Source: an optimization exercise on an open RTL-to-GDS flow (aim: small area, a short achievable clock period and few clock cycles per item). Production flows keep margins and buffers that such runs may drop. The RTL of this run was laid out without a check of its function. Power figures rest on the tool's default switching activity, not on a simulated workload.

--- flow/config.mk ---
export PLATFORM = sky130hd
export DESIGN_NAME = fp_add_top
export DESIGN_NICKNAME = fp_add_top
export VERILOG_FILES = /design/flow/design.v
export SDC_FILE = /design/flow/constraint.sdc
export NUM_CORES = 4
export LEC_CHECK = 0
export CAP_MARGIN = 20
export CORE_MARGIN = 2
export CORE_UTILIZATION = 40
export SLEW_MARGIN = 20
--- flow/constraint.sdc ---
create_clock -name core_clock -period 6.0 [get_ports {sys_clk}]
set_input_delay 1.2000 -clock core_clock [delete_from_list [all_inputs] [get_ports {sys_clk}]]
set_output_delay 1.2000 -clock core_clock [all_outputs]
set_load 0.01 [all_outputs]
--- flow/design.v ---
`timescale 1ns/1ps
module fp_add_stage1 (
    input  logic [31:0] a,
    input  logic [31:0] b,
    input  logic        op,
    output logic [23:0] x,
    output logic [23:0] m,
    output logic [4:0]  sh,
    output logic        far,
    output logic [7:0]  e,
    output logic        sub,
    output logic        s,
    output logic [1:0]  cls,
    output logic        is
);
    logic [7:0]  ea, eb;
    logic [22:0] fa, fb;
    logic        sa, sb;
    logic        za, zb;
    logic [23:0] ma, mb;
    logic        maxa, maxb;
    logic        nan_a, nan_b, inf_a, inf_b;
    logic        a_lt;
    logic        mag_eq;
    logic [8:0]  dab, dba;
    logic [7:0]  shift;
    assign sa = a[31];
    assign sb = b[31] ^ op;
    assign ea = a[30:23];
    assign eb = b[30:23];
    assign fa = a[22:0];
    assign fb = b[22:0];
    assign za = (ea == 8'd0);
    assign zb = (eb == 8'd0);
    assign ma = za ? 24'd0 : {1'b1, fa};
    assign mb = zb ? 24'd0 : {1'b1, fb};
    assign maxa  = (ea == 8'hFF);
    assign maxb  = (eb == 8'hFF);
    assign nan_a = maxa & (fa != 23'd0);
    assign nan_b = maxb & (fb != 23'd0);
    assign inf_a = maxa & (fa == 23'd0);
    assign inf_b = maxb & (fb == 23'd0);
    assign sub    = sa ^ sb;
    assign a_lt   = {ea, fa} < {eb, fb};
    assign mag_eq = {ea, fa} == {eb, fb};
    always_comb begin
        if (nan_a | nan_b | (inf_a & inf_b & sub)) begin
            cls = 2'd3;
        end else if (inf_a | inf_b) begin
            cls = 2'd2;
        end else if ((za & zb) | (sub & mag_eq)) begin
            cls = 2'd1;
        end else begin
            cls = 2'd0;
        end
    end
    assign is = inf_a ? sa : sb;
    assign dab   = {1'b0, ea} - {1'b0, eb};
    assign dba   = {1'b0, eb} - {1'b0, ea};
    assign shift = dab[8] ? dba[7:0] : dab[7:0];
    assign sh    = shift[4:0];
    assign far   = shift[7:5] != 3'd0;
    assign x = a_lt ? mb : ma;
    assign m = a_lt ? ma : mb;
    assign e = a_lt ? eb : ea;
    assign s = a_lt ? sb : sa;
endmodule
`timescale 1ns/1ps
module fp_add_stage2 (
    input  logic [23:0] x,
    input  logic [23:0] m,
    input  logic [4:0]  sh,
    input  logic        far,
    input  logic        sub,
    output logic [27:0] sum
);
    logic [26:0] y;
    always_comb begin
        logic [49:0] wide;
        wide = {m, 26'd0} >> sh;
        if (far) begin
            y = {26'd0, |m};
        end else begin
            y = {wide[49:24], |wide[23:0]};
        end
    end
    assign sum = sub ? ({1'b0, x, 3'b000} - {1'b0, y}) : ({1'b0, x, 3'b000} + {1'b0, y});
endmodule
`timescale 1ns/1ps
module fp_add_stage3 (
    input  logic [27:0] sum,
    input  logic [7:0]  e,
    input  logic        s,
    input  logic [1:0]  cls,
    input  logic        is,
    output logic [31:0] result
);
    logic [22:0] f_frac;
    logic        f_g, f_st, f_rnd;
    logic [9:0]  f_exp;
    logic [30:0] f_inc;
    logic        f_ovf, f_unf;
    logic        near;
    logic [4:0]  lz;
    logic [24:0] n_sh;
    logic [9:0]  n_exp;
    always_comb begin
        if (sum[27]) begin
            f_frac = sum[26:4];
            f_g    = sum[3];
            f_st   = |sum[2:0];
            f_exp  = {2'b00, e} + 10'd1;
        end else if (sum[26]) begin
            f_frac = sum[25:3];
            f_g    = sum[2];
            f_st   = |sum[1:0];
            f_exp  = {2'b00, e};
        end else begin
            f_frac = sum[24:2];
            f_g    = sum[1];
            f_st   = sum[0];
            f_exp  = {2'b00, e} - 10'd1;
        end
    end
    assign f_rnd = f_g & (f_st | f_frac[0]);
    assign f_inc = {f_exp[7:0], f_frac} + {30'd0, f_rnd};
    assign f_ovf = ~f_exp[9] & (f_exp[8] | (f_exp[7:0] == 8'hFF) | (f_inc[30:23] == 8'hFF));
    assign f_unf = f_exp[9] | (f_inc[30:23] == 8'd0);
    assign near = ~(sum[27] | sum[26] | sum[25]);
    always_comb begin
        lz = 5'd24;
        for (int i = 0; i <= 24; i++) begin
            if (sum[i]) lz = 5'(24 - i);
        end
    end
    assign n_sh  = sum[24:0] << lz;
    assign n_exp = {2'b00, e} - 10'd2 - {5'd0, lz};
    always_comb begin
        if (cls == 2'd3) begin
            result = 32'hFFFF_FFFF;
        end else if (cls == 2'd2) begin
            result = {is, 8'hFF, 23'd0};
        end else if (cls == 2'd1) begin
            result = 32'd0;
        end else if (near) begin
            if (n_exp[9] | (n_exp[7:0] == 8'd0)) begin
                result = {s, 31'd0};
            end else begin
                result = {s, n_exp[7:0], n_sh[23:1]};
            end
        end else if (f_ovf) begin
            result = {s, 8'hFF, 23'd0};
        end else if (f_unf) begin
            result = {s, 31'd0};
        end else begin
            result = {s, f_inc};
        end
    end
endmodule
`timescale 1ns/1ps
module fp_add_top (
    input  logic        sys_clk,
    input  logic        sys_rst_n,
    input  logic [31:0] data1_in,
    input  logic [31:0] data2_in,
    input  logic        op,
    input  logic        trig,
    output logic [31:0] data_out,
    output logic        vld
);
    logic [1:0]  step;             
    logic        accept;
    logic [23:0] x_d, x_q;         
    logic [23:0] m_d, m_q;         
    logic [4:0]  sh_d, sh_q;       
    logic        far_d, far_q;     
    logic [7:0]  e1_d, e1_q;       
    logic        sub_d, sub_q;     
    logic        s1_d, s1_q;       
    logic [1:0]  c1_d, c1_q;       
    logic        i1_d, i1_q;       
    logic [27:0] sum_d, sum_q;
    logic [7:0]  e2_q;
    logic        s2_q;
    logic [1:0]  c2_q;
    logic        i2_q;
    logic [31:0] result;
    assign accept = trig & (step == 2'd0);
    fp_add_stage1 u_s1 (
        .a   (data1_in),
        .b   (data2_in),
        .op  (op),
        .x   (x_d),
        .m   (m_d),
        .sh  (sh_d),
        .far (far_d),
        .e   (e1_d),
        .sub (sub_d),
        .s   (s1_d),
        .cls (c1_d),
        .is  (i1_d)
    );
    fp_add_stage2 u_s2 (
        .x   (x_q),
        .m   (m_q),
        .sh  (sh_q),
        .far (far_q),
        .sub (sub_q),
        .sum (sum_d)
    );
    fp_add_stage3 u_s3 (
        .sum    (sum_q),
        .e      (e2_q),
        .s      (s2_q),
        .cls    (c2_q),
        .is     (i2_q),
        .result (result)
    );
    always_ff @(posedge sys_clk) begin
        x_q   <= x_d;
        m_q   <= m_d;
        sh_q  <= sh_d;
        far_q <= far_d;
        e1_q  <= e1_d;
        sub_q <= sub_d;
        s1_q  <= s1_d;
        c1_q  <= c1_d;
        i1_q  <= i1_d;
        sum_q <= sum_d;
        e2_q  <= e1_q;
        s2_q  <= s1_q;
        c2_q  <= c1_q;
        i2_q  <= i1_q;
    end
    always_ff @(posedge sys_clk or negedge sys_rst_n) begin
        if (!sys_rst_n) begin
            step     <= 2'd0;
            vld      <= 1'b0;
            data_out <= '0;
        end else begin
            vld <= (step == 2'd2);
            if (accept) begin
                step <= 2'd1;
            end else if (step == 2'd1) begin
                step <= 2'd2;
            end else begin
                step <= 2'd0;
            end
            if (step == 2'd2) begin
                data_out <= result;
            end
        end
    end
endmodule
--- flow/run.sh ---
#!/bin/bash
# synth_recipe.tcl (not shown) runs the flow's synth.tcl, then flattens the netlist and writes it again
# the make line also repeats each setting of config.mk as NAME=value (left out here)
make -C /OpenROAD-flow-scripts/flow DESIGN_CONFIG=/design/flow/config.mk WORK_HOME=/design/flow/orfs CLKGATE_MAP_FILE= SYNTH_SCRIPT=/design/flow/synth_recipe.tcl finish
==> results.toml <==
[floorplanning]
die_w_microns = 193
die-area_sq_mm = 0.0374
pin_count = 101
num_rows = 69
initial_core_util_pct = 40.5
design.core.area_sq_mm = 0.0354
dieHeight_microns = 193

[clock_tree]
cts.repair.resized = 0
cts_root_buffer = "clkbuf_16"
cts_buffers = 17
htreeDepth = 4
cts_sinks = 142
tritoncts = "built"
clock_path_buffers = 2
path_clk_slew_ps = 60
cts_setup_buffers = 0
clk_latency_ps = 440
hold_buffers = 0

[logic_synthesis]
synth_nets = 1997
syn_inst = 1825
yosys.cell_types.count = 87
yosysWarnings = 4
synth_top_area_share_pct = 14.9
synth_area_sq_mm = 0.0143
ys_seq_area_share_pct = 21.1
yosysTopAreaCell = "dfxtp_1"
synth_edf_count = 0
synth-main-ff-cell = "dfxtp_1"
ys_ff_latch = 142
syn_avg_cell_area_sq_um = 7.85
synthArstFlopShare_pct = 24.6
netlist_top_cells_area = "dfxtp_1 15%, mux2i_1 10%, ha_1 8.7%, dfrtp_1 6.1%, nand2_1 4.8%"

[timing]
setup_violations = 0
max_freq_mhz = 184
period_minus_slack_ps = 5420
hold_ws_ps = 326
hold_viol_final = 0
clock_skew_ps = 15.6
rsz0062_at_grt = "false"
relSlewSlack_pct = 31.7
period_share_pct = 90.3
worst_pin_slew_ps = 1020
slew_violations = 0
setup_tns_ps = 0

[routing]
drc = 0
drtIter0Drc = 1010
vias = 13700
wire_per_inst_microns = 19.3
drt-total-wl_microns = 44700
first_pass_iters = 5
viasPerCell = 5.92
drtAntennaViolNets = 0

[global_route]
grt.total_usage_pct = 23.3
grt_overflow = 0
grt_pass1_wl_microns = 71000
grt_pass1_vias = 12900
antenna_found_initial = 0
grt_max_degree = 57

[pwr]
comb_power_share_pct = 54.9
internal-power_mw = 3.30
vdd_ir_drop_max_mv = 0.244
seq_power_share_pct = 27.4
powerDensity_mw_per_mm2 = 375
power_switching_mw = 2.78
swShare_pct = 45.7
leakage_nw = 7.04
pwr-share-clk_pct = 17.7

[placed_design]
finalWeightedCongestion = 0.969
port_buffers = 100
dp_hpwl_microns = 35000

[critical_path]
critical_path_class = "reg2reg"
endpoint_kind = "flip-flop"
reg2regPathDepth = 18
cp.required_ps = 6310
critical_path.max_fanout = 34
cp-start-kind = "flip-flop"
cp.arrival_ps = 5730

[cells_and_area]
drive_above_1_share_pct = 7.42
diodes = 0
final_cell_mix = "183 x nand2_1, 143 x mux2i_1, 130 x a21oi_1"
synthToLayoutAreaGrowth_pct = 13.2
nets = 2020
layout_commonest_cell = "nand2_1"

[outcome]
outcome = "finished clean"

[flow_run]
drv_cap = 0

[min_path]
hold_depth = 0
hold_class = "reg2reg"
[flip-flops by register name, indices dropped and copies added, names as in the netlist]
signal    flops
c2_q          2
sh_q          5
x_q          24
sub_q         1
s2_q          1
i2_q          1
m_q          24
i1_q          1
e1_q          8
far_q         1
sum_q        28
data_out     32
e2_q          8
s1_q          1
vld           1
c1_q          2
step          2
[layer usage]
layer	up-vias	global-route usage, %	routed length [microns]
met5	-	0	0
met4	0	6.73	902
met3	62	2.65	2540
met2	474	37.3	20500
met1	6559	33.0	20800
li1	6653	-	-
[worst max-delay path, stage by stage, from the launching register on]
cell	delay [ps]
dfxtp_2	780
buf_12	300
mux4_2	360
mux4_2	520
or4_1	570
o41ai_2	320
a31oi_2	230
inv_1	110
ha_1	190
nand2_1	60
nor2_1	120
nand4_1	170
a2111o_1	430
a31oi_1	260
a221o_1	210
nand2_1	140
o41ai_1	280
nand2_1	120
xnor2_1	130
[stage by stage]
| step | setup slack, ps | utilization (%) | power [mW] | std cells | area, sq um |
|---|---|---|---|---|---|
| 5_1_grt | 246 | 45.8 | 6.51 | 2322 | 16200 |
| 2_1_floorplan | 1100 | - | 3.90 | 1825 | 14300 |
| 6_report | 580 | 45.8 | 6.08 | 2322 | 16200 |
| 4_1_cts | 626 | 45.8 | 6.06 | 2322 | 16200 |
| 3_3_place_gp | 701 | 44.1 | 4.95 | 2290 | 15600 |
| 3_5_place_dp | 665 | 44.1 | 4.96 | 2290 | 15600 |
[cell type report]
type	instances	area (sq um)
Multi-Input combinational cell	1443	10400
Inverter	122	458
Tap cell	461	577
Clock buffer	19	443
Sequential cell	142	3020
Clock inverter	13	154
Timing Repair Buffer	122	1180
Fill cell	3564	19200
[cells in the mapped netlist, drive strengths merged (34+ instances only)]
master	instances
nor2	127
ha	100
buf	37
mux2i	143
nor2b	34
nand2	183
inv	121
dfrtp	35
nor3	46
xnor2	51
o21ai	117
dfxtp	107
nand3	42
a21oi	132
clkbuf	81
[kinds of logic after synthesis]
logic type,synth area share [%]
flip-flops,21.1
AND/OR/NAND/NOR,20.2
adder cells (fa/ha/maj),9.36
buffers and inverters,6.63
XOR/XNOR,4.77
AO/OA/AOI/OAI,20.9
multiplexers,17.1
[power groups by stage]
| stage | clock network (mW) | logic [mW] | registers, mW |
|---|---|---|---|
| 2_1_floorplan | 0 | 2.49 | 1.40 |
| 3_3_place_gp | 0 | 3.28 | 1.67 |
| 3_5_place_dp | 0 | 3.29 | 1.68 |
| 4_1_cts | 1.10 | 3.31 | 1.66 |
| 5_1_grt | 1.15 | 3.64 | 1.71 |
| 6_report | 1.08 | 3.34 | 1.67 |
[worst paths after layout]
check / start / endpoint / slack, ps
min reg2reg: e1_q[2] / e2_q[2] / 330
max: sh_q[1] / sum_q[24] / 580
max in group asynchronous: sys_rst_n / data_out[22] / 4500
min in group asynchronous: sys_rst_n / data_out[29] / 1170
max reg2reg: sh_q[1] / sum_q[24] / 580
min: e1_q[2] / e2_q[2] / 330

## separate check: timing with driven ports
Ports are ideal in the flow. The routed layout listed here was re-timed in OpenROAD.
Step 1: set_driving_cell puts a clkbuf_16 on sys_clk and a buf_2 on each other input, an assumption about the parent block.
Step 2 moves the port delays by t, midway between the first and last clock arrival at a register: inputs arrive t later, outputs are due t later. That takes back most of the time a late clock gives input paths.
Three values: ideal ports, drivers, drivers and shift; two values: the first two.
shift t [ns]: 0.475
slack for setup (ns): 0.580 / 0.580 / 0.580
worst setup path at the end: register to register
slew at the worst register clock pin (ns): 0.07 / 0.07
After both steps setup and hold are still met in this run. For this run, drivers alone change the setup slack by 0.000 ns; drivers and shift together by 0.000 ns.
